Source: an optimization exercise on an open RTL-to-GDS flow (aim: small area, a short achievable clock period and few clock cycles per item). Production flows keep margins and buffers that such runs may drop.
Where RTL was checked, it was by simulation tests only, not by an equivalence proof against the original.
The RTL of runs 1 to 4 was laid out without a check of its function.
Power is estimated from default activity; no workload was simulated.

<file path="flow/config.mk">
export PLATFORM = sky130hd
export DESIGN_NAME = frequency_ordered_list_top
export DESIGN_NICKNAME = frequency_ordered_list_top
export VERILOG_FILES = /design/flow/design.v
export SDC_FILE = /design/flow/constraint.sdc
export NUM_CORES = 4
export LEC_CHECK = 0
export CAP_MARGIN = 20
export CORE_MARGIN = 2
export CORE_UTILIZATION = 40
export SETUP_SLACK_MARGIN = 1.5
export SLEW_MARGIN = 20
</file>
<file path="flow/flow/run.sh">
#!/bin/bash
# Standard layout flow, with synthesis's abc mapping script replaced by
# flow/abc_speed.script (a delay-targeted &nf mapping followed by buffering
# and gate sizing). Everything else is the standard.sh.
set -e
rm -rf scripts_local
cp -r "$FLOW_HOME/scripts" scripts_local
cp flow/abc_speed.script scripts_local/abc_speed.script
export SCRIPTS_DIR="$PWD/scripts_local"
bash standard.sh > standard.log 2>&1
</file>
<file path="flow/flow/abc_speed.script">
strash
&get -n
&fraig -x
&put
dc2
strash
&get -n
&dch -f
&nf {D}
&put
buffer
upsize {D}
dnsize {D}
stime -p
</file>
<file path="flow/standard.sh">
#!/bin/bash
# synth_recipe.tcl (not shown) runs the flow's synth.tcl, then flattens the netlist and writes it again
# the make line also repeats each setting of config.mk as NAME=value (left out here)
make -C /OpenROAD-flow-scripts/flow DESIGN_CONFIG=/design/flow/config.mk WORK_HOME=/design/flow/orfs CLKGATE_MAP_FILE= SYNTH_SCRIPT=/design/flow/synth_recipe.tcl "${@:-finish}"
</file>
<file path="flow/constraint.sdc">
create_clock -name core_clock -period 5.0 [get_ports {clk_i}]
set_input_delay 1.0000 -clock core_clock [delete_from_list [all_inputs] [get_ports {clk_i}]]
set_output_delay 1.0000 -clock core_clock [all_outputs]
set_load 0.01 [all_outputs]
</file>
<file path="flow/design.v">
package fol_pkg;
  localparam int unsigned KEY_W       = 8;
  localparam int unsigned POS_W       = 3;
  localparam int unsigned HIT_COUNT_W = 16;
  localparam int unsigned ENTRIES     = 8;
endpackage
module fol_ctrl (
  input  logic clk_i,
  input  logic rst_ni,
  input  logic in_valid_i,
  output logic in_ready_o,
  output logic out_valid_o,
  input  logic out_ready_i,
  output logic k_load_o,    
  output logic k_from2_o,   
  output logic k2_load_o,   
  output logic l_load_o,    
  output logic fire_o,      
  output logic l_valid_o    
);
  logic k2v_q, kv_q, lv_q, ov_q;
  logic accept, l_free;
  assign in_ready_o = !k2v_q;
  assign accept     = in_valid_i && !k2v_q;
  assign fire_o     = lv_q && (!ov_q || out_ready_i);
  assign l_free     = !lv_q || fire_o;
  assign l_load_o   = l_free;
  assign k_load_o   = !kv_q || l_free;
  assign k_from2_o  = k2v_q;
  assign k2_load_o  = accept && kv_q && !l_free;
  always_ff @(posedge clk_i or negedge rst_ni) begin
    if (!rst_ni) begin
      k2v_q <= 1'b0;
      kv_q  <= 1'b0;
      lv_q  <= 1'b0;
      ov_q  <= 1'b0;
    end else begin
      if (k_load_o) kv_q <= k2v_q || accept;
      if (k_load_o) k2v_q <= 1'b0;
      else if (accept) k2v_q <= 1'b1;
      if (l_free) lv_q <= kv_q;
      if (fire_o) ov_q <= 1'b1;
      else if (out_ready_i) ov_q <= 1'b0;
    end
  end
  assign out_valid_o = ov_q;
  assign l_valid_o   = lv_q;
endmodule
module fol_datapath (
  input  logic                              clk_i,
  input  logic                              rst_ni,
  input  logic                              k_load_i,
  input  logic                              k_from2_i,
  input  logic                              k2_load_i,
  input  logic                              l_load_i,
  input  logic                              fire_i,
  input  logic                              l_valid_i,
  input  logic [fol_pkg::KEY_W-1:0]         key_i,
  output logic                              hit_o,
  output logic [fol_pkg::POS_W-1:0]         old_position_o,
  output logic [fol_pkg::POS_W-1:0]         new_position_o,
  output logic [fol_pkg::HIT_COUNT_W-1:0]   hit_count_o
);
  localparam int unsigned N  = fol_pkg::ENTRIES;
  localparam int unsigned PW = fol_pkg::POS_W;
  localparam int unsigned CW = fol_pkg::HIT_COUNT_W;
  function automatic logic gt_f(input logic [CW-1:0] a, input logic [CW-1:0] b);
    logic [CW-1:0] g, l;
    g = a & ~b;
    l = ~a & b;
    for (int s = 1; s < CW; s = s * 2)
      for (int i = 0; i + s < CW; i = i + 2 * s) begin
        g[i] = g[i + s] | (!l[i + s] & g[i]);
        l[i] = l[i + s] | (!g[i + s] & l[i]);
      end
    gt_f = g[0];
  endfunction
  logic [3:0]    k2_q, k_q;       
  logic [3:0]    l_q;             
  logic [CW:0]   cinc_q;          
  logic [PW-1:0] skey_q [N];      
  logic [CW-1:0] scnt_q [N];      
  logic [3:0]    key_code, k_d;
  logic [CW-1:0] c_k, c_new;
  logic [CW:0]   cinc_d;
  logic [N-1:0]  kmatch, match, le_p, t2, rng, e, q1, at_d;
  logic          hit;
  logic [PW-1:0] p, d;
  assign key_code = {(key_i >= fol_pkg::KEY_W'(1)) && (key_i <= fol_pkg::KEY_W'(N)),
                     PW'(key_i - fol_pkg::KEY_W'(1))};
  assign k_d = k_from2_i ? k2_q : key_code;
  always_ff @(posedge clk_i) begin
    if (k2_load_i) k2_q <= key_code;
    if (k_load_i)  k_q  <= k_d;
  end
  always_comb begin
    c_k = '0;
    for (int i = 0; i < N; i++) begin
      kmatch[i] = k_q[3] && (skey_q[i] == k_q[2:0]);
      c_k       = c_k | (scnt_q[i] & {CW{kmatch[i]}});
    end
    cinc_d = {1'b0, (l_valid_i && l_q[3] && k_q[3] && (l_q[2:0] == k_q[2:0])) ? c_new : c_k}
             + (CW+1)'(1);
  end
  always_ff @(posedge clk_i) begin
    if (l_load_i) begin
      l_q    <= k_q;
      cinc_q <= cinc_d;
    end
  end
  always_comb begin
    hit   = l_q[3];
    c_new = cinc_q[CW-1:0] | {CW{cinc_q[CW]}};
    for (int i = 0; i < N; i++) begin
      match[i] = hit && (skey_q[i] == l_q[2:0]);
      t2[i]    = hit && !cinc_q[CW] && gt_f(scnt_q[i], cinc_q[CW-1:0]);
    end
    for (int i = 0; i < N; i++) begin
      le_p[i] = 1'b0;
      for (int m = i; m < N; m++) le_p[i] = le_p[i] | match[m];
    end
    for (int i = 0; i < N; i++) begin
      rng[i]  = le_p[i] && !t2[i];
      e[i]    = rng[i] && (scnt_q[i][0] ^ cinc_q[0]);
      q1[i]   = e[i] && !((i > 0) && e[(i + N - 1) % N]);
      at_d[i] = rng[i] && ((i == 0) || t2[(i + N - 1) % N]);
    end
    p[2] = match[4] | match[5] | match[6] | match[7];
    p[1] = match[2] | match[3] | match[6] | match[7];
    p[0] = match[1] | match[3] | match[5] | match[7];
    d[2] = t2[3];
    d[1] = (t2[1] & !t2[3]) | t2[5];
    d[0] = (t2[0] & !t2[1]) | (t2[2] & !t2[3]) | (t2[4] & !t2[5]) | t2[6];
  end
  always_ff @(posedge clk_i or negedge rst_ni) begin
    if (!rst_ni) begin
      for (int i = 0; i < N; i++) begin
        skey_q[i] <= PW'(i);
        scnt_q[i] <= '0;
      end
    end else if (fire_i) begin
      for (int i = 0; i < N; i++) begin
        if (q1[i]) scnt_q[i] <= c_new;
        if (at_d[i])      skey_q[i] <= l_q[2:0];
        else if (rng[i])  skey_q[i] <= skey_q[(i + N - 1) % N];
      end
    end
  end
  logic                hit_q;
  logic [PW-1:0]       old_q, new_q;
  logic [CW-1:0]       hc_q;
  always_ff @(posedge clk_i) begin
    if (fire_i) begin
      hit_q <= hit;
      old_q <= p;
      new_q <= d;
      hc_q  <= c_new & {CW{hit}};
    end
  end
  assign hit_o          = hit_q;
  assign old_position_o = old_q;
  assign new_position_o = new_q;
  assign hit_count_o    = hc_q;
endmodule
module frequency_ordered_list_top (
  input  logic                              clk_i,
  input  logic                              rst_ni,
  input  logic                              in_valid_i,
  output logic                              in_ready_o,
  input  logic [fol_pkg::KEY_W-1:0]         in_key_i,
  output logic                              out_valid_o,
  input  logic                              out_ready_i,
  output logic                              out_hit_o,
  output logic [fol_pkg::POS_W-1:0]         out_old_position_o,
  output logic [fol_pkg::POS_W-1:0]         out_new_position_o,
  output logic [fol_pkg::HIT_COUNT_W-1:0]   out_hit_count_o
);
  logic k_load, k_from2, k2_load, l_load, fire, l_valid;
  fol_ctrl u_ctrl (
    .clk_i      (clk_i),
    .rst_ni     (rst_ni),
    .in_valid_i (in_valid_i),
    .in_ready_o (in_ready_o),
    .out_valid_o(out_valid_o),
    .out_ready_i(out_ready_i),
    .k_load_o   (k_load),
    .k_from2_o  (k_from2),
    .k2_load_o  (k2_load),
    .l_load_o   (l_load),
    .fire_o     (fire),
    .l_valid_o  (l_valid)
  );
  fol_datapath u_dp (
    .clk_i         (clk_i),
    .rst_ni        (rst_ni),
    .k_load_i      (k_load),
    .k_from2_i     (k_from2),
    .k2_load_i     (k2_load),
    .l_load_i      (l_load),
    .fire_i        (fire),
    .l_valid_i     (l_valid),
    .key_i         (in_key_i),
    .hit_o         (out_hit_o),
    .old_position_o(out_old_position_o),
    .new_position_o(out_new_position_o),
    .hit_count_o   (out_hit_count_o)
  );
endmodule
</file>
==> impl_metrics.py, run 1 <==
metrics = {
    "status": {
        "status": "complete, no violations",
    },
    "power": {
        "p_leak_nw": 6.05,
        "peakVddDrop_v": 0.000331,
        "power_density_mw_per_mm2": 647,
    },
    "setup_path": {
        "crit_path_end_kind": "flip-flop",
        "cp_common_cell": "buf_6",
        "worstPathRequired_ns": 5.28,
        "cp.buffers_inverters": 4,
        "crit_arrival_ns": 3.96,
        "path_cells": "buf_6, buf_6, o22ai_4, a2111oi_4, buf_4, buf_6, a222oi_1, and3_4, a31oi_4, nand4_1, or4b_4, and4bb_2, nand3b_4, nor3_2, xnor2_1",
        "cp_top_family": "simple AND/OR/NAND/NOR gates",
        "cp-start-kind": "flip-flop",
        "cp_slowest_stage_delay_ns": 0.57,
        "worst-setup-path-type": "reg -> reg",
        "crit_path_max_fanout": 5,
        "cp_slowest_cell": "or4b_4",
    },
    "drt": {
        "wire_per_inst_um": 22.9,
        "vias": 9894,
        "drc": 0,
        "antenna_left": 0,
        "route.detailed.vias_per_inst": 6.01,
        "drt-initial-drc-count": 1296,
        "drt-total-wl_um": 37800,
        "first_pass_iters": 8,
    },
    "floorplan": {
        "die_y_um": 177,
        "dieWidth_um": 177,
        "start_util_pct": 40.5,
        "dieArea_mm2": 0.0313,
        "rows": 63,
        "coreArea_mm2": 0.0296,
        "ios": 37,
    },
    "yosys": {
        "syn-num-nets": 1156,
        "synth_flop_cell": "dfrtp_1",
        "yosysSeqAreaShare_pct": 45.8,
        "yosysUniqueCellTypes": 87,
        "ys_ff_latch": 208,
        "synth-edff-count": 52,
        "netlist_instances": 1132,
        "synth_warnings": 4,
        "syn_area_per_cell_um2": 10.6,
        "async_flop_share_pct": 75.0,
        "synthesis.area_mm2": 0.0120,
    },
    "placement": {
        "port_buffers": 36,
        "gp_congestion": 0.913,
        "dp_hpwl_um": 24900,
    },
    "hold_path": {
        "hp-class": "in -> async",
    },
    "finish": {
        "diodes": 0,
        "layout_commonest_cell": "dfrtp_1",
        "synthToLayoutAreaGrowth_pct": 24.5,
        "fillers": 2650,
        "final_util_pct": 50.4,
        "drive_gt1_share_pct": 30.5,
        "nets": 1262,
        "final_cell_mix": "dfrtp_1, mux2_2, nand2_1",
    },
    "global_route": {
        "gr-total-overflow": 0,
        "grt_pass1_wl_um": 57700,
        "grt_start_max_net_pins": 100,
        "grt_pass1_vias": 9598,
        "grt_most_used_layer": "met2",
        "gr-usage-met3_pct": 3.99,
        "grtUsageTotal_pct": 24.0,
        "met1_usage_pct": 33.4,
        "antenna_found_initial": 0,
        "grtUsageMet2_pct": 37.7,
    },
    "clock_tree": {
        "cts_tree": "yes",
        "cts_made_buffers": 25,
        "cts_root_buffer": "clkbuf_16",
        "clk_pin_slew_ns": 0.06,
        "ctsHoldBuffers": 0,
        "clock_path_buffers": 3,
        "insertion_delay_ns": 0.55,
        "cts_sinks": 208,
        "htree_levels": 1,
    },
    "sta": {
        "relSlewSlack_pct": 43.6,
        "worstMarginPinSlew_ns": 0.845,
        "finalSetupViolCount": 0,
        "fin_tns_setup_ns": 0,
        "finalHoldViolCount": 0,
        "grt_setup_unrepaired": "yes",
        "finalMaxSlewViolations": 0,
        "period_share_pct": 73.5,
        "period_minus_slack_ns": 3.68,
        "skew_ns": 0.0325,
        "max_freq_ghz": 0.272,
    },
    "run": {
        "max-cap-violations": 0,
    },
}
## cells by family after synthesis
kind of cell,synth area share [%]
mux,13.2
xor+xnor,2.85
flops,45.8
simple gates,13.9
buf+inv,4.46
fa+ha+maj,1.76
compound gates,18.0
## per-stage QoR
stage | cells | hold WS, ns | power, W | setup slack (ns) | cell area, um2
2_1_floorplan | 1132 | 0.436 | 0.00569 | 1.57 | 12000
3_3_place_gp | 1523 | 0.444 | 0.00694 | 0.398 | 12800
3_5_place_dp | 1523 | 0.447 | 0.00698 | 0.436 | 12800
4_1_cts | 1638 | 0.439 | 0.00935 | 1.43 | 14600
5_1_grt | 1647 | 0.471 | 0.0101 | 1.27 | 14900
6_report | 1647 | 0.436 | 0.00964 | 1.32 | 14900
## state kept, by name (all words and copies together), names as in the netlist
name and flops:
u_dp.scnt_q 128, u_dp.skey_q 24, u_dp.cinc_q 17, u_dp.hc_q 16, u_dp.k2_q 4, u_dp.k_q 4, u_dp.l_q 4, u_dp.new_q 3
u_dp.old_q 3, u_ctrl.k2v_q 1, u_ctrl.kv_q 1, u_ctrl.lv_q 1, u_ctrl.ov_q 1, u_dp.hit_q 1
## layer usage
layer  wire length, um  vias to the layer above
met1             16300                     4922
met4              1390                        0
met3              3000                      106
met5                 0                        -
li1                  -                     4418
met2             17100                      448
## repair_timing
| item | CTS | global route |
|---|---|---|
| setup buffers | 66 | 8 |
| setup endpoints to repair | 154 | 149 |
| pin swaps | 64 | 34 |
| gates cloned | 3 | 0 |
| resized for setup | 104 | 44 |
## synth_stat cells, drive strengths merged, types with 5 or more instances
master   number  area share, %
dfrtp       144             30
mux2        133             13
nand2        87            2.7
nor2         64            2.0
inv          58            1.8
edfxtp       52             13
clkbuf       39            1.2
nand2b       37            1.9
o21ai        37            1.5
o22ai        33            1.7
a21oi        30            1.3
nor2b        29            1.5
a222oi       26            2.2
buf          24            1.2
xnor2        21            1.5
nand3        20           0.84
or2          20            1.0
a221oi       19            1.4
a31oi        19            1.2
xor2         18            1.3
a22oi        17            1.1
and2         17           0.89
dfstp        12            2.6
ha           12            1.3
nor3         12           0.59
o21a         10           0.63
o211ai        9           0.56
mux2i         8           0.67
nand4         8           0.42
a21boi        7           0.44
a31o          6           0.44
maj3          6           0.50
o31ai         6           0.38
a2111oi       5            1.0
a22o          5           0.37
clkinv        5           0.17
nand3b        5           0.34
o22a          5           0.37
o2bb2ai       5           0.37
## worst register-to-register path, stage by stage, from the launching register on
cell	delay (ns)
edfxtp_1	0.47
buf_6	0.14
buf_6	0.10
o22ai_4	0.08
a2111oi_4	0.36
buf_4	0.18
buf_6	0.12
a222oi_1	0.07
and3_4	0.21
a31oi_4	0.23
nand4_1	0.18
or4b_4	0.57
and4bb_2	0.37
nand3b_4	0.11
nor3_2	0.17
xnor2_1	0.08
## path summary, 6_finish.rpt
kind	startpoint	endpoint	slack [ns]	cells after the start
setup / recovery	u_dp.k_q[0]	u_dp.cinc_q[15]	1.32	15
min in group core_clock	u_ctrl.kv_q	u_ctrl.lv_q	0.46	1
max in group asynchronous	rst_ni	u_dp.scnt_q[3][2]	3.59	2
hold / removal	rst_ni	u_dp.scnt_q[6][6]	0.44	1
hold reg to reg	u_ctrl.kv_q	u_ctrl.lv_q	0.46	1
setup reg to reg	u_dp.k_q[0]	u_dp.cinc_q[15]	1.32	15
## report_power, final
part	leakage, nW	total (W)	internal (W)	switching, W
Combinational	3.21	0.00444	0.00206	0.00237
Sequential	2.44	0.00342	0.00251	0.000905
Clock	0.395	0.00179	0.00107	0.000726
Total	6.05	0.00964	0.00564	0.00400
## area by class of cell
class                           count  area, um2  share of cell area [%]
Inverter                           63        254                    1.70
Clock inverter                      6       58.8                   0.395
Tap cell                          390        488                    3.27
Clock buffer                       40        743                    4.99
Timing Repair Buffer              141       1380                    9.28
Sequential cell                   208       5480                    36.8
Multi-Input combinational cell    799       6500                    43.6
==> inputs of run 2 (changes only) <==
--- a/flow/design.v
+++ b/flow/design.v
@@ -14,4 +14,2 @@
   output logic k_load_o,    
-  output logic k_from2_o,   
-  output logic k2_load_o,   
   output logic l_load_o,    
@@ -20,6 +18,4 @@
 );
-  logic k2v_q, kv_q, lv_q, ov_q;
-  logic accept, l_free;
-  assign in_ready_o = !k2v_q;
-  assign accept     = in_valid_i && !k2v_q;
+  logic kv_q, lv_q, ov_q;
+  logic l_free;
   assign fire_o     = lv_q && (!ov_q || out_ready_i);
@@ -28,14 +24,10 @@
   assign k_load_o   = !kv_q || l_free;
-  assign k_from2_o  = k2v_q;
-  assign k2_load_o  = accept && kv_q && !l_free;
+  assign in_ready_o = k_load_o;
   always_ff @(posedge clk_i or negedge rst_ni) begin
     if (!rst_ni) begin
-      k2v_q <= 1'b0;
-      kv_q  <= 1'b0;
-      lv_q  <= 1'b0;
-      ov_q  <= 1'b0;
+      kv_q <= 1'b0;
+      lv_q <= 1'b0;
+      ov_q <= 1'b0;
     end else begin
-      if (k_load_o) kv_q <= k2v_q || accept;
-      if (k_load_o) k2v_q <= 1'b0;
-      else if (accept) k2v_q <= 1'b1;
+      if (k_load_o) kv_q <= in_valid_i;
       if (l_free) lv_q <= kv_q;
@@ -52,4 +44,2 @@
   input  logic                              k_load_i,
-  input  logic                              k_from2_i,
-  input  logic                              k2_load_i,
   input  logic                              l_load_i,
@@ -77,3 +67,3 @@
   endfunction
-  logic [3:0]    k2_q, k_q;       
+  logic [3:0]    k_q;             
   logic [3:0]    l_q;             
@@ -82,3 +72,3 @@
   logic [CW-1:0] scnt_q [N];      
-  logic [3:0]    key_code, k_d;
+  logic [3:0]    key_code;
   logic [CW-1:0] c_k, c_new;
@@ -90,6 +80,4 @@
                      PW'(key_i - fol_pkg::KEY_W'(1))};
-  assign k_d = k_from2_i ? k2_q : key_code;
   always_ff @(posedge clk_i) begin
-    if (k2_load_i) k2_q <= key_code;
-    if (k_load_i)  k_q  <= k_d;
+    if (k_load_i) k_q <= key_code;
   end
@@ -177,3 +165,3 @@
 );
-  logic k_load, k_from2, k2_load, l_load, fire, l_valid;
+  logic k_load, l_load, fire, l_valid;
   fol_ctrl u_ctrl (
@@ -186,4 +174,2 @@
     .k_load_o   (k_load),
-    .k_from2_o  (k_from2),
-    .k2_load_o  (k2_load),
     .l_load_o   (l_load),
@@ -196,4 +182,2 @@
     .k_load_i      (k_load),
-    .k_from2_i     (k_from2),
-    .k2_load_i     (k2_load),
     .l_load_i      (l_load),
==> flow/run.sh (new file) <==
#!/bin/bash
# synth_recipe.tcl (not shown) runs the flow's synth.tcl, then flattens the netlist and writes it again
# the make line also repeats each setting of config.mk as NAME=value (left out here)
make -C /OpenROAD-flow-scripts/flow DESIGN_CONFIG=/design/flow/config.mk WORK_HOME=/design/flow/orfs CLKGATE_MAP_FILE= SYNTH_SCRIPT=/design/flow/synth_recipe.tcl finish
--- a/flow/config.mk
+++ b/flow/config.mk
@@ -10,3 +10,3 @@
 export CORE_UTILIZATION = 40
-export SETUP_SLACK_MARGIN = 1.5
+export SETUP_SLACK_MARGIN = 1.2
 export SLEW_MARGIN = 20
removed: flow/flow/run.sh
removed: flow/flow/abc_speed.script
removed: flow/standard.sh
==> impl_metrics.py, run 2 <==
metrics = {
    "finish": {
        "final_area_mm2": 0.0147,
        "synthToLayoutAreaGrowth_pct": 14.5,
        "diodes": 0,
        "drive_gt1_share_pct": 23.7,
        "max_flop_register": "u_dp.scnt_q",
        "nets": 1299,
        "final_util_pct": 46.4,
        "largest_reg_flops": 128,
        "layout_commonest_cell": "dfrtp_1",
        "largestRegisters": "u_dp.scnt_q x128, u_dp.skey_q x24, u_dp.cinc_q x17",
        "fillers": 2965,
        "final_cell_mix": "dfrtp_1, mux2_2, nand2_1",
    },
    "yosys": {
        "syn-num-nets": 1260,
        "synth.area.top_cells": "dfrtp_1, edfxtp_1, mux2_2",
        "synth_top_area_share_pct": 28.0,
        "ys_ff_latch": 203,
        "yosysMostFrequentCell": "dfrtp_1",
        "synth-edff-count": 48,
        "synth_flop_cell": "dfrtp_1",
        "yosysUniqueCellTypes": 90,
        "synthesis.area_mm2": 0.0128,
        "syn_area_per_cell_um2": 10.4,
        "netlist_instances": 1236,
        "synth_area_leader_cell": "dfrtp_1",
        "ys_top_cells_by_count": "dfrtp_1, mux2_2, nand2_1",
        "yosysSeqAreaShare_pct": 41.7,
        "synth_warnings": 4,
        "async_flop_share_pct": 76.4,
    },
    "clock_tree": {
        "clk_pin_slew_ns": 0.06,
        "cts_root_buffer": "clkbuf_16",
        "clock_path_buffers": 3,
        "cts_tree": "yes",
        "insertion_delay_ns": 0.53,
        "cts_sinks": 203,
        "htree_levels": 1,
        "cts_made_buffers": 24,
    },
    "sta": {
        "finalSetupViolCount": 0,
        "fin_tns_setup_ns": 0,
        "finalMaxSlewViolations": 0,
        "worstMarginPinSlew_ns": 1.15,
        "period_minus_slack_ns": 3.78,
        "holdWs_ns": 0.477,
        "setup_ws_ns": 1.22,
        "max_freq_ghz": 0.265,
        "finalHoldViolCount": 0,
        "grt_setup_unrepaired": "yes",
        "skew_ns": 0.0106,
        "period_share_pct": 75.6,
        "relSlewSlack_pct": 22.8,
    },
    "global_route": {
        "grt_pass1_vias": 10300,
        "antenna_found_initial": 0,
        "gr-total-overflow": 0,
        "grtUsageTotal_pct": 26.9,
        "grt_start_max_net_pins": 96,
        "grt_pass1_wl_um": 67700,
    },
    "drt": {
        "route.detailed.vias_per_inst": 6.38,
        "drc": 0,
        "wire_per_inst_um": 26.4,
        "vias": 10800,
        "first_pass_iters": 8,
        "drt-total-wl_um": 44700,
        "drt-initial-drc-count": 1456,
        "antenna_left": 0,
    },
    "setup_path": {
        "crit_path_end_kind": "flip-flop",
        "cp_top_family": "compound AO/OA/AOI/OAI gates",
        "cp_common_cell": "buf_4",
        "cp.buffers_inverters": 2,
        "crit_path_max_fanout": 10,
        "cp_slowest_stage_delay_ns": 0.91,
        "path_cells": "buf_4, buf_4, xor2_1, nor4_1, a2111oi_0, a41o_1, or2_2, or3_1, nor3_1, and2_1",
        "crit_arrival_ns": 4.07,
        "cp_slowest_cell": "a2111oi_0",
        "cp-start-kind": "flip-flop",
        "worst-setup-path-type": "reg -> reg",
        "worstPathRequired_ns": 5.29,
    },
    "floorplan": {
        "dieWidth_um": 183,
        "start_util_pct": 40.6,
        "rows": 65,
        "dieArea_mm2": 0.0334,
        "ios": 37,
        "die_y_um": 183,
        "coreArea_mm2": 0.0316,
    },
    "power": {
        "peakVddDrop_v": 0.000332,
        "power_density_mw_per_mm2": 625,
        "p_leak_nw": 5.83,
    },
    "hold_path": {
        "hp-class": "reg -> reg",
    },
    "run": {
        "max-cap-violations": 0,
    },
    "placement": {
        "gp_congestion": 0.973,
        "dpl-instance-area_mm2": 0.0136,
        "port_buffers": 36,
        "pre_cts_slack_ns": 0.767,
        "dp_hpwl_um": 31700,
    },
    "status": {
        "status": "complete, no violations",
    },
}
## run 2: kinds of logic after synthesis
| kind of cell | Yosys count | share of synthesized area (%) |
|---|---|---|
| fa+ha+maj | 25 | 2.20 |
| mux | 149 | 13.5 |
| simple gates | 365 | 15.8 |
| compound gates | 308 | 17.6 |
| flops | 203 | 41.7 |
| xor+xnor | 66 | 4.63 |
| buf+inv | 120 | 4.45 |
## run 2: through the flow
| stage | total power (W) | instances |
|---|---|---|
| 2_1_floorplan | 0.00554 | 1236 |
| 3_3_place_gp | 0.00702 | 1633 |
| 3_5_place_dp | 0.00706 | 1633 |
| 4_1_cts | 0.00902 | 1682 |
| 5_1_grt | 0.00958 | 1695 |
| 6_report | 0.00916 | 1695 |
## run 2: area by class of cell
class                           instances  area, um2  share of cell area, %
Multi-Input combinational cell        913       7010                   47.9
Sequential cell                       203       5340                   36.4
Clock inverter                         13        131                  0.897
Clock buffer                           31        721                   4.92
Tap cell                              402        503                   3.43
Inverter                               45        174                   1.19
Timing Repair Buffer                   88        777                   5.30
## run 2: metal layers
layer  vias to the layer above  share of wire (%)  GRT usage [%]
met4                         0                5.3           11.8
li1                       4718                  -              -
met1                      5360                 43           38.4
met3                       123                8.6           4.03
met5                         -                  0              0
met2                       612                 43           40.4
## run 2: power by group
group          internal (W)  switching (W)  total [W]
logic               0.00166        0.00234    0.00400
clock network       0.00112       0.000756    0.00188
registers           0.00237       0.000907    0.00328
total               0.00516        0.00400    0.00916
## run 2: final timing paths
| path | endpoint | start | slack [ns] | cells past startpoint |
|---|---|---|---|---|
| worst max register to register | u_dp.cinc_q[16] | u_dp.k_q[0] | 1.22 | 10 |
| worst min register to register | u_ctrl.lv_q | u_ctrl.kv_q | 0.48 | 1 |
| max in group asynchronous | u_dp.scnt_q[3][8] | rst_ni | 3.38 | 2 |
| min in group asynchronous | u_dp.scnt_q[0][10] | rst_ni | 0.57 | 1 |
| worst max-delay path | u_dp.cinc_q[16] | u_dp.k_q[0] | 1.22 | 10 |
| worst min-delay path | u_ctrl.lv_q | u_ctrl.kv_q | 0.48 | 1 |
## run 2: repair_timing
item | 4_1_cts | 5_1_grt
pin swaps | 2 | 1
endpoints found under the setup margin | 80 | 90
resized for setup | 7 | 7
buffers inserted | 5 | 13
hold endpoints to repair | 0 | 0
hold buffers | 0 | 0
## run 2: worst register-to-register path: cells and delay by family (launching register included)
family          cells  cell delay (ns)
xor+xnor            1             0.88
simple gates        5             0.68
compound gates      2             1.28
buf+inv             2             0.34
flops               1             0.36
==> inputs of run 3 (changes only) <==
--- a/flow/config.mk
+++ b/flow/config.mk
@@ -10,3 +10,3 @@
 export CORE_UTILIZATION = 40
-export SETUP_SLACK_MARGIN = 1.2
+export SETUP_SLACK_MARGIN = 1.0
 export SLEW_MARGIN = 20
==> impl_metrics.py, run 3 <==
metrics = {
    "status": {
        "status": "complete, no violations",
    },
    "setup_path": {
        "cp.buffers_inverters": 2,
        "cp_slowest_stage_delay_ns": 0.51,
        "r2r_end": "u_dp.scnt_q[4][15]",
        "worstPathRequired_ns": 5.41,
        "cp.depth": 10,
        "cp-start-kind": "flip-flop",
        "crit_path_end_kind": "flip-flop",
        "crit_path_max_fanout": 12,
        "reg2reg_from": "u_dp.cinc_q[0]",
        "r2r_slack_ns": 1.07,
        "worst-setup-path-type": "reg -> reg",
        "crit_arrival_ns": 4.33,
        "rr_worst_depth": 10,
        "cp_slowest_cell": "a221oi_2",
        "cp_top_family": "compound AO/OA/AOI/OAI gates",
        "path_cells": "inv_1, ha_1, maj3_1, a221o_1, a221oi_2, o2111ai_1, a21oi_2, o311ai_4, buf_4, mux2_1",
    },
    "global_route": {
        "grt_pass1_wl_um": 67500,
        "grtUsageTotal_pct": 26.8,
        "antenna_found_initial": 0,
        "grt_pass1_vias": 10300,
        "gr-total-overflow": 0,
        "grt_start_max_net_pins": 96,
    },
    "hold_path": {
        "hp-class": "reg -> reg",
        "min_from": "u_ctrl.kv_q",
        "hold_depth": 1,
        "holdPathEnd": "u_ctrl.lv_q",
    },
    "yosys": {
        "synth_top_area_share_pct": 28.0,
        "ys_ff_latch": 203,
        "synth_flop_cell": "dfrtp_1",
        "synth_warnings": 4,
        "yosysSeqAreaShare_pct": 41.7,
        "ys_top_cells_by_count": "dfrtp_1, mux2_2, nand2_1",
        "yosysUniqueCellTypes": 90,
        "synth_area_leader_cell": "dfrtp_1",
        "synth-edff-count": 48,
        "syn_area_per_cell_um2": 10.4,
        "yosysMostFrequentCell": "dfrtp_1",
        "synth.area.top_cells": "dfrtp_1, edfxtp_1, mux2_2",
        "async_flop_share_pct": 76.4,
        "synthesis.area_mm2": 0.0128,
        "netlist_instances": 1236,
        "syn-num-nets": 1260,
    },
    "sta": {
        "grt_setup_unrepaired": "yes",
        "skew_ns": 0.0106,
        "relSlewSlack_pct": 21.4,
        "fin_tns_setup_ns": 0,
        "max_freq_ghz": 0.255,
        "finalHoldViolCount": 0,
        "finalSetupViolCount": 0,
        "worstMarginPinSlew_ns": 1.18,
        "period_minus_slack_ns": 3.93,
        "finalMaxSlewViolations": 0,
        "holdWs_ns": 0.475,
        "period_share_pct": 78.5,
    },
    "clock_tree": {
        "ctsHoldBuffers": 0,
        "cts_tree": "yes",
        "insertion_delay_ns": 0.53,
        "htree_levels": 1,
        "cts_root_buffer": "clkbuf_16",
        "clock_path_buffers": 3,
        "cts_made_buffers": 24,
        "clk_pin_slew_ns": 0.06,
        "cts_sinks": 203,
    },
    "power": {
        "p_leak_nw": 5.77,
        "p_sw_w": 0.00398,
        "combPwrFrac_pct": 43.2,
        "clkPwrFrac_pct": 20.6,
        "power_density_mw_per_mm2": 627,
        "internal_power_w": 0.00513,
        "power_w": 0.00911,
        "switching_share_pct": 43.7,
        "seqPwrFrac_pct": 36.2,
        "peakVddDrop_v": 0.000329,
    },
    "floorplan": {
        "die_y_um": 183,
        "rows": 65,
        "dieArea_mm2": 0.0334,
        "ios": 37,
        "dieWidth_um": 183,
        "coreArea_mm2": 0.0316,
        "start_util_pct": 40.6,
    },
    "finish": {
        "nets": 1287,
        "diodes": 0,
        "largestRegisters": "u_dp.scnt_q x128, u_dp.skey_q x24, u_dp.cinc_q x17",
        "drive_gt1_share_pct": 22.6,
        "max_flop_register": "u_dp.scnt_q",
        "layout_commonest_cell": "dfrtp_1",
        "largest_reg_flops": 128,
        "final_cell_mix": "dfrtp_1, mux2_2, nand2_1",
        "synthToLayoutAreaGrowth_pct": 13.6,
    },
    "drt": {
        "first_pass_iters": 5,
        "wire_per_inst_um": 26.5,
        "route.detailed.vias_per_inst": 6.37,
        "antenna_left": 0,
        "drt-initial-drc-count": 1419,
        "drt-total-wl_um": 44500,
        "vias": 10700,
        "drc": 0,
    },
    "placement": {
        "dp_hpwl_um": 31700,
        "gp_congestion": 0.973,
        "port_buffers": 36,
    },
    "run": {
        "max-cap-violations": 0,
    },
}
## run 3: cell counts after synthesis
No cell type changed its count.
## run 3: stage by stage
| stage | cell area [um2] | setup WS, ns | util (%) | cells |
|---|---|---|---|---|
| after global placement | 13600 | 0.473 | 43.0 | 1633 |
| after CTS | 14500 | 1.05 | 45.8 | 1679 |
| after floorplan | 12800 | 1.70 | - | 1236 |
| after global routing | 14500 | 0.961 | 46.1 | 1683 |
| final | 14500 | 1.07 | 46.1 | 1683 |
| after detailed placement | 13600 | 0.767 | 43.0 | 1633 |
## run 3: logic make-up after synthesis
family | synth area share (%)
simple gates | 15.8
compound gates | 17.6
flops | 41.7
mux | 13.5
buf+inv | 4.45
xor+xnor | 4.63
fa+ha+maj | 2.20
## run 3: what timing repair did
item / CTS / global route
setup buffers: 2 / 4
gates resized for setup: 2 / 4
endpoints found under the hold margin: 0 / 0
setup endpoints to repair: 30 / 31
pin swaps: 1 / 0
## run 3: layer usage
layer | vias up | track usage, % | wire length (um)
met5 | - | 0 | 0
met4 | 0 | 12.1 | 2600
met3 | 136 | 4.23 | 3860
met2 | 610 | 40.0 | 18900
met1 | 5291 | 38.4 | 19200
li1 | 4686 | - | -
## run 3: how the worst max path moves through the flow
stage	startpoint	to	slack [ns]
finish	u_dp.cinc_q[0]	u_dp.scnt_q[4][15]	1.07
floorplan	out_ready_i	u_dp.scnt_q[4][10]	1.70
detailed placement	u_dp.cinc_q[0]	u_dp.scnt_q[5][1]	0.77
global route	u_dp.k_q[1]	u_dp.cinc_q[15]	0.96
CTS	u_dp.k_q[2]	u_dp.cinc_q[15]	1.05
global placement	u_dp.cinc_q[0]	u_dp.scnt_q[5][4]	0.47
## run 3: area by class of cell
type / count / area [um2]
clock buffers: 31 / 721
clock inverters: 13 / 131
fillers: 2968 / 17000
inverters: 45 / 173
multi-input cells: 913 / 6970
flip-flops and latches: 203 / 5340
well taps: 402 / 503
repair buffers: 76 / 699
## run 3: power groups by stage
stage	clock network [W]	logic, W	registers, W
after global placement	0	0.00373	0.00328
after floorplan	0	0.00267	0.00287
after global routing	0.00198	0.00419	0.00336
after detailed placement	0	0.00378	0.00328
after CTS	0.00192	0.00382	0.00326
final	0.00188	0.00394	0.00330
==> inputs of run 4 (changes only) <==
--- a/flow/config.mk
+++ b/flow/config.mk
@@ -9,4 +9,4 @@
 export CORE_MARGIN = 2
-export CORE_UTILIZATION = 40
-export SETUP_SLACK_MARGIN = 1.0
+export CORE_UTILIZATION = 55
+export SETUP_SLACK_MARGIN = 1.5
 export SLEW_MARGIN = 20
==> impl_metrics.py, run 4 <==
metrics = {
    "yosys": {
        "synth_area_leader_cell": "dfrtp_1",
        "synth_top_area_share_pct": 28.0,
        "synth_warnings": 4,
        "yosysSeqAreaShare_pct": 41.7,
        "synth.area.top_cells": "dfrtp_1, edfxtp_1, mux2_2",
        "synthesis.area_mm2": 0.0128,
        "yosysMostFrequentCell": "dfrtp_1",
        "syn-num-nets": 1260,
        "synth_flop_cell": "dfrtp_1",
        "async_flop_share_pct": 76.4,
        "netlist_instances": 1236,
        "ys_top_cells_by_count": "dfrtp_1, mux2_2, nand2_1",
        "ys_ff_latch": 203,
        "syn_area_per_cell_um2": 10.4,
        "yosysUniqueCellTypes": 90,
        "synth-edff-count": 48,
    },
    "clock_tree": {
        "cts_tree": "yes",
        "cts_made_buffers": 23,
        "cts_sinks": 203,
        "clock_path_buffers": 3,
        "clk_pin_slew_ns": 0.06,
        "insertion_delay_ns": 0.53,
        "ctsHoldBuffers": 0,
        "cts_root_buffer": "clkbuf_16",
        "htree_levels": 1,
    },
    "setup_path": {
        "worstPathRequired_ns": 5.41,
        "r2r_end": "u_dp.scnt_q[2][13]",
        "reg2reg_from": "u_dp.cinc_q[0]",
        "worst-setup-path-type": "reg -> reg",
        "rr_worst_depth": 11,
        "crit_arrival_ns": 3.85,
        "cp-start-kind": "flip-flop",
        "crit_path_max_fanout": 16,
        "r2r_slack_ns": 1.56,
        "crit_path_end_kind": "flip-flop",
    },
    "power": {
        "peakVddDrop_v": 0.000369,
        "power_w": 0.00909,
        "p_leak_nw": 5.91,
        "power_density_mw_per_mm2": 614,
    },
    "global_route": {
        "grt_pass1_wl_um": 66300,
        "antenna_found_initial": 1,
        "grt_pass1_vias": 10500,
        "grt_start_max_net_pins": 93,
        "grtUsageTotal_pct": 36.4,
        "gr-total-overflow": 0,
    },
    "floorplan": {
        "rows": 55,
        "dieWidth_um": 157,
        "dieArea_mm2": 0.0245,
        "die_y_um": 157,
        "coreArea_mm2": 0.0227,
        "start_util_pct": 56.4,
        "ios": 37,
    },
    "hold_path": {
        "holdPathEnd": "u_ctrl.lv_q",
        "hp-class": "reg -> reg",
        "min_from": "u_ctrl.kv_q",
        "hold_depth": 1,
    },
    "finish": {
        "seq_area_mm2": 0.00534,
        "largest_reg_flops": 128,
        "synthToLayoutAreaGrowth_pct": 15.7,
        "multiInputGateArea_mm2": 0.00724,
        "final_util_pct": 65.2,
        "nets": 1318,
        "layout_commonest_cell": "dfrtp_1",
        "fillers": 1816,
        "max_flop_register": "u_dp.scnt_q",
        "largestRegisters": "u_dp.scnt_q x128, u_dp.skey_q x24, u_dp.cinc_q x17",
        "final_cell_mix": "dfrtp_1, mux2_2, nand2_1",
        "diodes": 0,
        "drive_gt1_share_pct": 26.1,
    },
    "sta": {
        "finalHoldViolCount": 0,
        "skew_ns": 0.0196,
        "grt_setup_unrepaired": "yes",
        "finalSetupViolCount": 0,
        "setup_ws_ns": 1.56,
        "finalMaxSlewViolations": 0,
        "worstMarginPinSlew_ns": 0.989,
        "max_freq_ghz": 0.290,
        "period_share_pct": 68.9,
        "relSlewSlack_pct": 33.8,
        "period_minus_slack_ns": 3.44,
        "fin_tns_setup_ns": 0,
    },
    "drt": {
        "drc": 0,
        "drt-total-wl_um": 44500,
        "first_pass_iters": 6,
        "drt-initial-drc-count": 1382,
        "wire_per_inst_um": 27.9,
        "vias": 11000,
        "antenna_left": 0,
        "route.detailed.vias_per_inst": 6.89,
    },
    "run": {
        "max-cap-violations": 0,
    },
    "status": {
        "status": "complete, no violations",
    },
    "placement": {
        "pre_cts_slack_ns": 0.418,
        "dp_hpwl_um": 30800,
        "port_buffers": 36,
        "gp_congestion": 1.07,
    },
}
-- run 4: cell type report --
cell class / instances / share of cell area [%]
multi-input cells: 915 / 48.9
flip-flops and latches: 203 / 36.0
repair buffers: 106 / 6.64
clock buffers: 33 / 4.41
well taps: 285 / 2.41
inverters: 45 / 1.22
clock inverters: 7 / 0.431
-- run 4: metal layers --
metal | wire, um | part of all wire (%) | global-route usage (%)
met3 | 4350 | 9.8 | 8.06
met4 | 2380 | 5.3 | 15.7
met1 | 18000 | 40 | 49.8
met2 | 19800 | 44 | 55.9
met5 | 15 | 0.034 | 0
-- run 4: metrics by stage --
stage	area (um2)	cells	hold WS (ns)
floorplan	12800	1236	0.421
finish	14800	1594	0.470
global route	14800	1594	0.480
CTS	14500	1579	0.467
global placement	13400	1519	0.445
detailed placement	13400	1519	0.453
-- run 4: worst max-delay path by stage --
stage | start | cells past startpoint | slack (ns) | endpoint
CTS | u_dp.k_q[0] | 12 | 1.50 | u_dp.cinc_q[14]
finish | u_dp.cinc_q[0] | 11 | 1.56 | u_dp.scnt_q[2][13]
detailed placement | out_ready_i | 8 | 0.42 | u_dp.scnt_q[7][10]
global route | u_dp.k_q[0] | 11 | 1.47 | u_dp.cinc_q[14]
global placement | u_dp.cinc_q[0] | 9 | 0.49 | u_dp.scnt_q[5][4]
floorplan | out_ready_i | 8 | 1.70 | u_dp.scnt_q[4][10]
-- run 4: power by group --
part           leakage, nW  switching (W)  total [W]  internal (W)
Sequential            2.44       0.000900    0.00327       0.00237
Clock                0.357       0.000697    0.00165      0.000955
Combinational         3.12        0.00240    0.00417       0.00176
-- run 4: critical path: stages, from the launching register on --
cell and delay [ns]:
edfxtp_1 0.39, inv_1 0.24, ha_1 0.24, o21bai_1 0.07, a2bb2oi_1 0.19, a221oi_1 0.09, o41ai_1 0.63, buf_4 0.22
a221oi_2 0.09, o21a_2 0.29, a211o_4 0.52, mux2_1 0.37
-- run 4: logic make-up (layout without fill, tap and decap cells) --
logic type	after synthesis	in the layout	synth area share, %
compound gates	308	308	17.6
mux	149	149	13.5
fa+ha+maj	25	25	2.20
buf+inv	120	191	4.45
simple gates	365	367	15.8
flops	203	203	41.7
xor+xnor	66	66	4.63
-- run 4: repair_timing --
item / CTS / global route
buffers inserted: 20 / 13
setup endpoints to repair: 132 / 117
pin swaps: 7 / 12
cloned: 0 / 2
resized for setup: 24 / 36
==> inputs of run 5 (changes only) <==
--- a/flow/design.v
+++ b/flow/design.v
@@ -72,2 +72,3 @@
   logic [CW-1:0] scnt_q [N];      
+  logic [N-2:0]  ne_q;            
   logic [3:0]    key_code;
@@ -75,3 +76,3 @@
   logic [CW:0]   cinc_d;
-  logic [N-1:0]  kmatch, match, le_p, t2, rng, e, q1, at_d;
+  logic [N-1:0]  kmatch, match, le_p, t2, rng, run, q1, at_d;
   logic          hit;
@@ -89,4 +90,5 @@
     end
-    cinc_d = {1'b0, (l_valid_i && l_q[3] && k_q[3] && (l_q[2:0] == k_q[2:0])) ? c_new : c_k}
-             + (CW+1)'(1);
+    cinc_d = (l_valid_i && l_q[3] && k_q[3] && (l_q[2:0] == k_q[2:0]))
+             ? {1'b0, c_new} + (CW+1)'(1)
+             : {1'b0, c_k} + (CW+1)'(1);
   end
@@ -110,5 +112,13 @@
     for (int i = 0; i < N; i++) begin
+      run[i] = 1'b0;
+      for (int j = i; j < N; j++) begin
+        logic all_eq;
+        all_eq = 1'b1;
+        for (int m = i; m < j; m++) all_eq = all_eq & !ne_q[m];
+        run[i] = run[i] | (match[j] & all_eq);
+      end
+    end
+    for (int i = 0; i < N; i++) begin
       rng[i]  = le_p[i] && !t2[i];
-      e[i]    = rng[i] && (scnt_q[i][0] ^ cinc_q[0]);
-      q1[i]   = e[i] && !((i > 0) && e[(i + N - 1) % N]);
+      q1[i]   = run[i] && ((i == 0) || ne_q[(i + N - 2) % (N - 1)]);
       at_d[i] = rng[i] && ((i == 0) || t2[(i + N - 1) % N]);
@@ -128,3 +138,10 @@
       end
+      ne_q <= '0;
     end else if (fire_i) begin
+      for (int i = 0; i < N - 1; i++) begin
+        if (!cinc_q[CW]) begin
+          if (q1[i + 1])  ne_q[i] <= t2[i];
+          else if (q1[i]) ne_q[i] <= 1'b1;
+        end
+      end
       for (int i = 0; i < N; i++) begin
==> impl_metrics.py, run 5 <==
metrics = {
    "drt": {
        "drt-initial-drc-count": 1096,
        "drc": 0,
        "route.detailed.vias_per_inst": 6.43,
        "vias": 10400,
        "drt-total-wl_um": 38200,
        "first_pass_iters": 8,
        "wire_per_inst_um": 23.6,
        "antenna_left": 0,
    },
    "power": {
        "combPwrFrac_pct": 35.3,
        "seqPwrFrac_pct": 40.9,
        "internal_power_w": 0.00458,
        "clkPwrFrac_pct": 23.8,
        "p_sw_w": 0.00300,
        "power_density_mw_per_mm2": 556,
        "peakVddDrop_v": 0.000403,
        "switching_share_pct": 39.6,
        "p_leak_nw": 5.32,
    },
    "setup_path": {
        "crit_path_max_fanout": 10,
        "crit_arrival_ns": 3.85,
        "crit_path_end_kind": "flip-flop",
        "cp-start-kind": "flip-flop",
        "worst-setup-path-type": "reg -> reg",
        "worstPathRequired_ns": 5.41,
    },
    "status": {
        "status": "complete, no violations",
    },
    "placement": {
        "gp_congestion": 0.951,
        "pre_cts_slack_ns": 1.16,
        "port_buffers": 36,
        "dp_hpwl_um": 25900,
    },
    "sta": {
        "period_share_pct": 68.7,
        "finalMaxSlewViolations": 0,
        "skew_ns": 0.00998,
        "finalHoldViolCount": 0,
        "finalSetupViolCount": 0,
        "fin_tns_setup_ns": 0,
        "grt_setup_unrepaired": "no",
        "max_freq_ghz": 0.291,
        "setup_ws_ns": 1.56,
        "relSlewSlack_pct": 28.6,
        "holdWs_ns": 0.474,
        "worstMarginPinSlew_ns": 1.06,
        "period_minus_slack_ns": 3.44,
    },
    "finish": {
        "diodes": 0,
        "final_cell_mix": "dfrtp_1, nor2_1, a21oi_1",
        "largest_reg_flops": 128,
        "layout_commonest_cell": "dfrtp_1",
        "max_flop_register": "u_dp.scnt_q",
        "final_util_pct": 62.9,
        "largestRegisters": "u_dp.scnt_q x128, u_dp.skey_q x24, u_dp.cinc_q x17",
        "drive_gt1_share_pct": 12.2,
        "synthToLayoutAreaGrowth_pct": 12.8,
        "nets": 1340,
    },
    "yosys": {
        "yosysUniqueCellTypes": 77,
        "yosysSeqAreaShare_pct": 45.5,
        "synth-edff-count": 48,
        "async_flop_share_pct": 77.1,
        "synth_top_area_share_pct": 31.0,
        "syn-num-nets": 1316,
        "synth.area.top_cells": "dfrtp_1, edfxtp_1, a21oi_1",
        "synthesis.area_mm2": 0.0121,
        "synth_warnings": 4,
        "ys_top_cells_by_count": "dfrtp_1, nor2_1, a21oi_1",
        "synth_flop_cell": "dfrtp_1",
        "netlist_instances": 1300,
        "ys_ff_latch": 210,
        "yosysMostFrequentCell": "dfrtp_1",
        "syn_area_per_cell_um2": 9.31,
        "synth_area_leader_cell": "dfrtp_1",
    },
    "floorplan": {
        "dieWidth_um": 152,
        "rows": 54,
        "ios": 37,
        "dieArea_mm2": 0.0232,
        "die_y_um": 152,
        "start_util_pct": 55.8,
        "coreArea_mm2": 0.0217,
    },
    "clock_tree": {
        "insertion_delay_ns": 0.53,
        "htree_levels": 1,
        "clk_pin_slew_ns": 0.06,
        "cts_root_buffer": "clkbuf_16",
        "cts_made_buffers": 24,
        "cts_sinks": 210,
        "clock_path_buffers": 3,
        "cts_tree": "yes",
    },
    "global_route": {
        "antenna_found_initial": 0,
        "grt_start_max_net_pins": 96,
        "grt_pass1_wl_um": 58300,
        "grt_pass1_vias": 9744,
        "grtUsageTotal_pct": 32.3,
        "gr-total-overflow": 0,
    },
    "run": {
        "max-cap-violations": 0,
    },
    "hold_path": {
        "hp-class": "reg -> reg",
    },
}
[run 5: changes by cell type in the layout (fill, tap and decap cells not counted), sizes merged, moves of 45 or more]
cell	delta
a22oi	+57
mux2	-104
o21ai	+51
nor4	-45
a21oi	+82
nor2	+85
[run 5: layout make-up]
cell class	instances	area, um2
clock inverter	11	128
multi-input combinational	945	6020
clock buffer	33	666
fill	1820	8040
tap	280	350
inverter	63	244
timing repair buffer	80	729
sequential	210	5510
[run 5: kinds of logic (layout without fill, tap and decap cells)]
family / after synthesis / in the layout / share of synthesized area [%]
AOI/OAI and AO/OA: 416 / 416 / 21.6
xor gates and xnor gates: 66 / 66 / 4.78
adders and majority gates: 39 / 39 / 3.36
buffers and inverters: 145 / 187 / 5.43
DFF: 210 / 210 / 45.5
muxes: 48 / 48 / 4.31
and+or+nand+nor: 376 / 376 / 15.0
[run 5: metal layers]
layer | up-vias | wire, um | GRT usage (%)
met4 | 0 | 1780 | 13.4
met2 | 543 | 17700 | 51.5
met1 | 5008 | 15700 | 44.5
met3 | 126 | 3080 | 4.98
li1 | 4746 | - | -
met5 | - | 0 | 0
[run 5: final timing paths]
path	start	endpoint	slack (ns)	cells past startpoint
max	u_dp.cinc_q[1]	u_dp.skey_q[1][2]	1.56	9
min	u_ctrl.kv_q	u_ctrl.lv_q	0.47	1
max reg2reg	u_dp.cinc_q[1]	u_dp.skey_q[1][2]	1.56	9
min reg2reg	u_ctrl.kv_q	u_ctrl.lv_q	0.47	1
max in group asynchronous	rst_ni	u_dp.skey_q[1][0]	3.34	2
min in group asynchronous	rst_ni	u_dp.scnt_q[4][2]	0.58	1
[run 5: worst max-delay path: stages, from the launching register on]
cell      delay (ns)
edfxtp_1        0.54
nor2_2          0.34
a22oi_1         0.14
maj3_1          0.39
a211oi_2        0.34
a211o_1         0.16
o221ai_1        0.20
a311oi_4        0.56
mux2_1          0.37
mux2_2          0.26
[run 5: through the flow]
stage                     cells  power (W)  cell area [um2]
after detailed placement   1552    0.00561            12600
after CTS                  1596    0.00743            13400
after global routing       1622    0.00797            13600
after floorplan            1300    0.00471            12100
after global placement     1552    0.00557            12600
final                      1622    0.00758            13600
[run 5: repair_timing]
| item | CTS | global route |
|---|---|---|
| resized for setup | 9 | 20 |
| endpoints found under the hold margin | 0 | 0 |
| buffers inserted | 0 | 26 |
| pin swaps | 0 | 1 |
| gates cloned | 0 | 0 |
| hold buffers | 0 | 0 |
| endpoints found under the setup margin | 18 | 51 |
[run 5: power by group through the flow]
stage / Combinational [W] / Sequential, W / Clock, W
6_report: 0.00268 / 0.00310 / 0.00180
5_1_grt: 0.00292 / 0.00316 / 0.00189
4_1_cts: 0.00251 / 0.00309 / 0.00183
3_5_place_dp: 0.00250 / 0.00311 / 0
3_3_place_gp: 0.00245 / 0.00312 / 0
2_1_floorplan: 0.00192 / 0.00279 / 0
Testbench counts of run 5, summed over its fixed seeds: cycles 12,024, items 12,000.
==> inputs of run 6 (changes only) <==
--- a/flow/config.mk
+++ b/flow/config.mk
@@ -9,4 +9,4 @@
 export CORE_MARGIN = 2
-export CORE_UTILIZATION = 55
-export SETUP_SLACK_MARGIN = 1.5
+export CORE_UTILIZATION = 65
+export SETUP_SLACK_MARGIN = 1.8
 export SLEW_MARGIN = 20
==> impl_metrics.py, run 6 <==
metrics = {
    "finish": {
        "drive_gt1_share_pct": 17.7,
        "diodes": 0,
        "final_cell_mix": "dfrtp_1, nor2_1, a21oi_1",
        "max_flop_register": "u_dp.scnt_q",
        "synthToLayoutAreaGrowth_pct": 17.3,
        "layout_commonest_cell": "dfrtp_1",
        "final_cell_count_no_fill": 1625,
        "largestRegisters": "u_dp.scnt_q x128, u_dp.skey_q x24, u_dp.cinc_q x17",
        "largest_reg_flops": 128,
        "nets": 1394,
    },
    "yosys": {
        "synth-edff-count": 48,
        "ys_top_cells_by_count": "dfrtp_1, nor2_1, a21oi_1",
        "syn_area_per_cell_um2": 9.31,
        "synth_top_area_share_pct": 31.0,
        "synth.area.top_cells": "dfrtp_1, edfxtp_1, a21oi_1",
        "yosysMostFrequentCell": "dfrtp_1",
        "netlist_instances": 1300,
        "yosysSeqAreaShare_pct": 45.5,
        "syn-num-nets": 1316,
        "async_flop_share_pct": 77.1,
        "synth_flop_cell": "dfrtp_1",
        "synthesis.area_mm2": 0.0121,
        "ys_ff_latch": 210,
        "synth_area_leader_cell": "dfrtp_1",
        "yosysUniqueCellTypes": 77,
        "synth_warnings": 4,
    },
    "setup_path": {
        "cp_slowest_cell": "edfxtp_1",
        "crit_arrival_ns": 3.61,
        "path_cells": "inv_1, nor2_1, o21ai_0, maj3_1, a32oi_1, a2bb2oi_1, nor3_2, nor3_4, a311o_1, mux2_2",
        "worstPathRequired_ns": 5.41,
        "crit_path_end_kind": "flip-flop",
        "crit_path_max_fanout": 8,
        "cp_slowest_stage_delay_ns": 0.54,
        "worst-setup-path-type": "reg -> reg",
        "cp-start-kind": "flip-flop",
    },
    "drt": {
        "drc": 0,
        "vias": 11100,
        "drt-initial-drc-count": 1580,
        "wire_per_inst_um": 24.1,
        "antenna_left": 0,
        "route.detailed.vias_per_inst": 6.83,
        "drt-total-wl_um": 39100,
        "first_pass_iters": 10,
    },
    "sta": {
        "grt_setup_unrepaired": "yes",
        "period_minus_slack_ns": 3.19,
        "finalMaxSlewViolations": 0,
        "worstMarginPinSlew_ns": 1.00,
        "skew_ns": 0.0132,
        "finalSetupViolCount": 0,
        "finalHoldViolCount": 0,
        "period_share_pct": 63.9,
        "fin_tns_setup_ns": 0,
        "max_freq_ghz": 0.313,
        "relSlewSlack_pct": 33.0,
    },
    "placement": {
        "dp_hpwl_um": 25700,
        "gp_congestion": 1.00,
        "port_buffers": 36,
        "place_inst": 1508,
    },
    "clock_tree": {
        "clock_path_buffers": 3,
        "cts_made_buffers": 24,
        "cts_root_buffer": "clkbuf_16",
        "ctsHoldBuffers": 0,
        "clk_pin_slew_ns": 0.06,
        "cts_tree": "yes",
        "htree_levels": 1,
        "cts_sinks": 210,
        "insertion_delay_ns": 0.54,
    },
    "floorplan": {
        "dieWidth_um": 140,
        "ios": 37,
        "rows": 49,
        "coreArea_mm2": 0.0181,
        "dieArea_mm2": 0.0197,
        "die_y_um": 140,
        "start_util_pct": 66.9,
    },
    "global_route": {
        "gr-total-overflow": 0,
        "grt_pass1_vias": 10500,
        "grtUsageTotal_pct": 39.2,
        "antenna_found_initial": 1,
        "grt_pass1_wl_um": 59500,
        "grt_start_max_net_pins": 98,
    },
    "status": {
        "status": "complete, no violations",
    },
    "power": {
        "power_w": 0.00785,
        "p_leak_nw": 5.64,
        "power_density_mw_per_mm2": 553,
        "peakVddDrop_v": 0.000433,
    },
    "run": {
        "max-cap-violations": 0,
    },
    "hold_path": {
        "hp-class": "reg -> reg",
    },
}
-- run 6: cell counts after synthesis --
No cell type changed its count.
-- run 6: metrics by stage --
step	util (%)	hold slack, ns	instance area (um2)	worst slack, ns
6_report	78.5	0.486	14200	1.81
5_1_grt	78.5	0.509	14200	1.70
4_1_cts	76.1	0.482	13800	1.80
3_5_place_dp	69.3	0.469	12500	1.29
3_3_place_gp	69.3	0.461	12500	1.36
2_1_floorplan	-	0.421	12100	2.09
-- run 6: final cells by class --
cell class	instances	area [um2]
Timing Repair Buffer	134	1210
Sequential cell	210	5510
Inverter	63	246
Clock buffer	32	692
Clock inverter	12	129
Multi-Input combinational cell	945	6130
Fill cell	1189	3880
Tap cell	229	287
-- run 6: timing repair --
item,in CTS,in global routing
resized for setup,35,39
pin swaps,3,16
setup buffers,38,35
setup endpoints to repair,83,94
-- run 6: final timing paths --
check                                     from           endpoint  slack, ns  depth (start not counted)
worst max-delay path            u_dp.cinc_q[8]  u_dp.skey_q[3][2]       1.81                         10
worst min-delay path               u_ctrl.kv_q        u_ctrl.lv_q       0.49                          1
worst max register to register  u_dp.cinc_q[8]  u_dp.skey_q[3][2]       1.81                         10
worst min register to register     u_ctrl.kv_q        u_ctrl.lv_q       0.49                          1
max in group asynchronous               rst_ni  u_dp.skey_q[6][1]       3.34                          2
min in group asynchronous               rst_ni  u_dp.scnt_q[6][0]       0.56                          1
-- run 6: cell families after synthesis --
kind of cell | synth area share (%)
muxes | 4.31
AOI/OAI and AO/OA | 21.6
buffers and inverters | 5.43
and+or+nand+nor | 15.0
DFF | 45.5
xor gates and xnor gates | 4.78
adders and majority gates | 3.36
-- run 6: metal layers --
layer | share of wire, % | wire, um | vias to the layer above | GRT usage [%]
met3 | 12 | 4800 | 166 | 10.5
met2 | 43 | 16800 | 773 | 58.0
met4 | 5.7 | 2250 | 2 | 18.8
met5 | 0.033 | 13 | - | 0
met1 | 39 | 15200 | 5296 | 53.9
li1 | - | - | 4862 | -
-- run 6: worst max-delay path, delay by kind of cell, from the launching register on --
| kind | cells | cell delay [ns] |
|---|---|---|
| AOI/OAI and AO/OA | 4 | 0.99 |
| and+or+nand+nor | 3 | 0.60 |
| DFF | 1 | 0.54 |
| adders and majority gates | 1 | 0.40 |
| muxes | 1 | 0.29 |
| buffers and inverters | 1 | 0.25 |
-- run 6: power by group --
part | total [W] | internal [W] | switching [W]
logic | 0.00295 | 0.00128 | 0.00167
registers | 0.00308 | 0.00235 | 0.000729
clock network | 0.00182 | 0.00108 | 0.000740
==> inputs of run 7 (changes only) <==
--- a/flow/config.mk
+++ b/flow/config.mk
@@ -7,5 +7,6 @@
 export LEC_CHECK = 0
+export ABC_AREA = 1
 export CAP_MARGIN = 20
 export CORE_MARGIN = 2
-export CORE_UTILIZATION = 65
+export CORE_UTILIZATION = 40
 export SETUP_SLACK_MARGIN = 1.8
==> impl_metrics.py, run 7 <==
metrics = {
    "global_route": {
        "grt_start_max_net_pins": 95,
        "gr-total-overflow": 0,
        "grt_pass1_vias": 12500,
        "grt_pass1_wl_um": 72900,
        "grtUsageTotal_pct": 26.4,
        "antenna_found_initial": 0,
    },
    "clock_tree": {
        "insertion_delay_ns": 0.54,
        "cts_root_buffer": "clkbuf_16",
        "htree_levels": 1,
        "cts_made_buffers": 25,
        "clock_path_buffers": 3,
        "cts_sinks": 210,
        "clk_pin_slew_ns": 0.05,
        "cts_tree": "yes",
        "ctsHoldBuffers": 0,
    },
    "floorplan": {
        "die_y_um": 189,
        "dieWidth_um": 189,
        "ios": 37,
        "dieArea_mm2": 0.0357,
        "coreArea_mm2": 0.0336,
        "start_util_pct": 40.7,
        "rows": 67,
    },
    "yosys": {
        "ys_top_cells_by_count": "nand2_1, nor2_1, nand3_1",
        "synth_area_leader_cell": "dfrtp_1",
        "synth_flop_cell": "dfrtp_1",
        "synthesis.area_mm2": 0.0137,
        "yosysUniqueCellTypes": 47,
        "synth.area.top_cells": "dfrtp_1, nand2_1, edfxtp_1",
        "syn_area_per_cell_um2": 6.78,
        "ys_ff_latch": 210,
        "yosysMostFrequentCell": "nand2_1",
        "synth-edff-count": 48,
        "syn-num-nets": 2035,
        "netlist_instances": 2019,
        "yosysSeqAreaShare_pct": 40.3,
        "synth_top_area_share_pct": 27.4,
        "synth_warnings": 4,
        "async_flop_share_pct": 77.1,
    },
    "drt": {
        "route.detailed.vias_per_inst": 5.44,
        "wire_per_inst_um": 18.9,
        "drt-total-wl_um": 47600,
        "vias": 13700,
        "drc": 0,
        "antenna_left": 0,
        "drt-initial-drc-count": 1541,
        "first_pass_iters": 6,
    },
    "finish": {
        "nets": 2064,
        "max_flop_register": "u_dp.scnt_q",
        "largest_reg_flops": 128,
        "fillers": 3444,
        "synthToLayoutAreaGrowth_pct": 12.4,
        "layout_commonest_cell": "nand2_1",
        "drive_gt1_share_pct": 8.47,
        "final_cell_mix": "nand2_1, nor2_1, nand3_1",
        "diodes": 0,
        "largestRegisters": "u_dp.scnt_q x128, u_dp.skey_q x24, u_dp.cinc_q x17",
        "final_util_pct": 45.7,
    },
    "sta": {
        "relSlewSlack_pct": 29.9,
        "finalMaxSlewViolations": 0,
        "period_share_pct": 62.0,
        "finalHoldViolCount": 0,
        "fin_tns_setup_ns": 0,
        "grt_setup_unrepaired": "yes",
        "worstMarginPinSlew_ns": 1.05,
        "max_freq_ghz": 0.323,
        "period_minus_slack_ns": 3.10,
        "finalSetupViolCount": 0,
        "skew_ns": 0.00953,
    },
    "setup_path": {
        "worstPathRequired_ns": 4.00,
        "worst-setup-path-type": "in -> out",
        "crit_arrival_ns": 2.10,
        "crit_path_max_fanout": 6,
        "cp_slowest_cell": "clkdlybuf4s50_1",
        "r2r_end": "u_dp.cinc_q[10]",
        "reg2reg_from": "u_dp.k_q[1]",
        "rr_worst_depth": 16,
        "crit_path_end_kind": "primary output",
        "cp-start-kind": "input pin",
        "r2r_slack_ns": 1.93,
        "cp_slowest_stage_delay_ns": 0.39,
        "path_cells": "clkdlybuf4s50_1, inv_1, nand2_1, nor2_2, nand2_2, dlygate4sd2_1",
    },
    "hold_path": {
        "hp-class": "reg -> reg",
        "hold_depth": 2,
        "holdPathEnd": "u_dp.skey_q[2][1]",
        "min_from": "u_dp.skey_q[2][1]",
    },
    "run": {
        "max-cap-violations": 0,
    },
    "power": {
        "peakVddDrop_v": 0.000286,
        "power_density_mw_per_mm2": 511,
        "p_leak_nw": 7.33,
    },
    "status": {
        "status": "complete, no violations",
    },
    "placement": {
        "dp_hpwl_um": 32900,
        "gp_congestion": 0.943,
        "port_buffers": 36,
    },
}
## run 7: layout make-up
cell class | instances | area, um2 | share of cell area [%]
clock inverter | 15 | 131 | 0.855
multi-input combinational | 1521 | 6980 | 45.4
clock buffer | 31 | 668 | 4.35
sequential | 210 | 5510 | 35.8
timing repair inverter | 1 | 5.00 | 0.0326
timing repair buffer | 77 | 706 | 4.59
inverter | 212 | 811 | 5.27
tap | 448 | 561 | 3.65
## run 7: logic make-up (layout without fill, tap and decap cells)
group                    Yosys count  in the layout  synth area share (%)
adder cells (fa/ha/maj)            4              4                 0.366
XOR/XNOR                          12             12                 0.768
buffers and inverters            288            336                  9.16
AO/OA/AOI/OAI                    302            302                  11.9
flip-flops                       210            210                  40.3
AND/OR/NAND/NOR                 1203           1203                  37.5
## run 7: critical path, delay by kind of cell
family        cells  cell delay [ns]
simple gates      3             0.35
buf+inv           3             0.75
## run 7: report_power, final
part | leakage, nW | internal [W] | switching [W]
Sequential | 2.61 | 0.00231 | 0.000604
Combinational | 4.33 | 0.000974 | 0.00215
Clock | 0.395 | 0.00105 | 0.000757
## run 7: metal layers
| metal | vias to the layer above | wire length (um) | global-route usage (%) |
|---|---|---|---|
| met1 | 6377 | 20400 | 37.4 |
| met3 | 103 | 4680 | 4.63 |
| met2 | 642 | 21100 | 40.5 |
| met4 | 0 | 1540 | 9.62 |
| li1 | 6559 | - | - |
| met5 | - | 0 | 0 |
## run 7: how the worst max path moves through the flow
stage | start | endpoint | slack, ns
2_1_floorplan | out_ready_i | u_dp.skey_q[6][0] | 2.10
3_3_place_gp | out_ready_i | u_dp.ne_q[5] | 1.56
3_5_place_dp | out_ready_i | in_ready_o | 1.58
4_1_cts | u_dp.k_q[1] | u_dp.cinc_q[10] | 1.80
5_1_grt | u_dp.k_q[1] | u_dp.cinc_q[10] | 1.74
6_report | out_ready_i | in_ready_o | 1.90
## run 7: per-stage QoR
step / total power [W] / instances / setup WS (ns) / hold WS (ns) / instance area [um2]
floorplan: 0.00481 / 2019 / 2.10 / 0.421 / 13700
global placement: 0.00583 / 2442 / 1.56 / 0.453 / 14300
detailed placement: 0.00589 / 2442 / 1.58 / 0.450 / 14300
CTS: 0.00775 / 2495 / 1.80 / 0.479 / 15200
global route: 0.00838 / 2515 / 1.74 / 0.489 / 15400
finish: 0.00785 / 2515 / 1.90 / 0.477 / 15400
## run 7: timing repair
| item | CTS | global route |
|---|---|---|
| cloned | 0 | 1 |
| endpoints found under the setup margin | 35 | 64 |
| setup buffers | 7 | 19 |
| pin swaps | 0 | 3 |
| resized for setup | 11 | 5 |

[static timing again, ports no longer ideal]
How much do the figures lean on ideal ports? The routed layouts below were timed once more, with nothing changed but the port constraints. Step 1 (the two cells are an assumption about what drives the block):
set clk [get_ports {clk_i}]
set_driving_cell -lib_cell sky130_fd_sc_hd__clkbuf_16 $clk
set_driving_cell -lib_cell sky130_fd_sc_hd__buf_2 [delete_from_list [all_inputs] $clk]
Step 2, shift: input delay + t, output delay - t, t = (earliest + latest rising clock arrival at the registers) / 2. This alone moves slack from input paths to output paths. Slacks: ideal ports / drivers / drivers and shift; pairs: ideal ports / drivers.
run	t (ns)	setup slack, ns	clock arrival spread, ns
run 1	0.581	1.324 / 1.324 / 1.128	0.032 / 0.032
run 2	0.577	1.221 / 1.221 / 0.940	0.010 / 0.011
run 3	0.575	1.075 / 1.075 / 0.960	0.011 / 0.010
run 4	0.568	1.557 / 1.557 / 1.153	0.019 / 0.020
run 5	0.575	1.563 / 1.563 / 1.186	0.010 / 0.010
run 6	0.578	1.807 / 1.807 / 1.575	0.014 / 0.014
run 7	0.593	1.900 / 1.876 / 1.528	0.010 / 0.009
After both steps setup and hold are still met in every run listed. For run 4, which loses most, drivers alone change the setup slack by 0.000 ns; drivers and shift together by -0.404 ns.
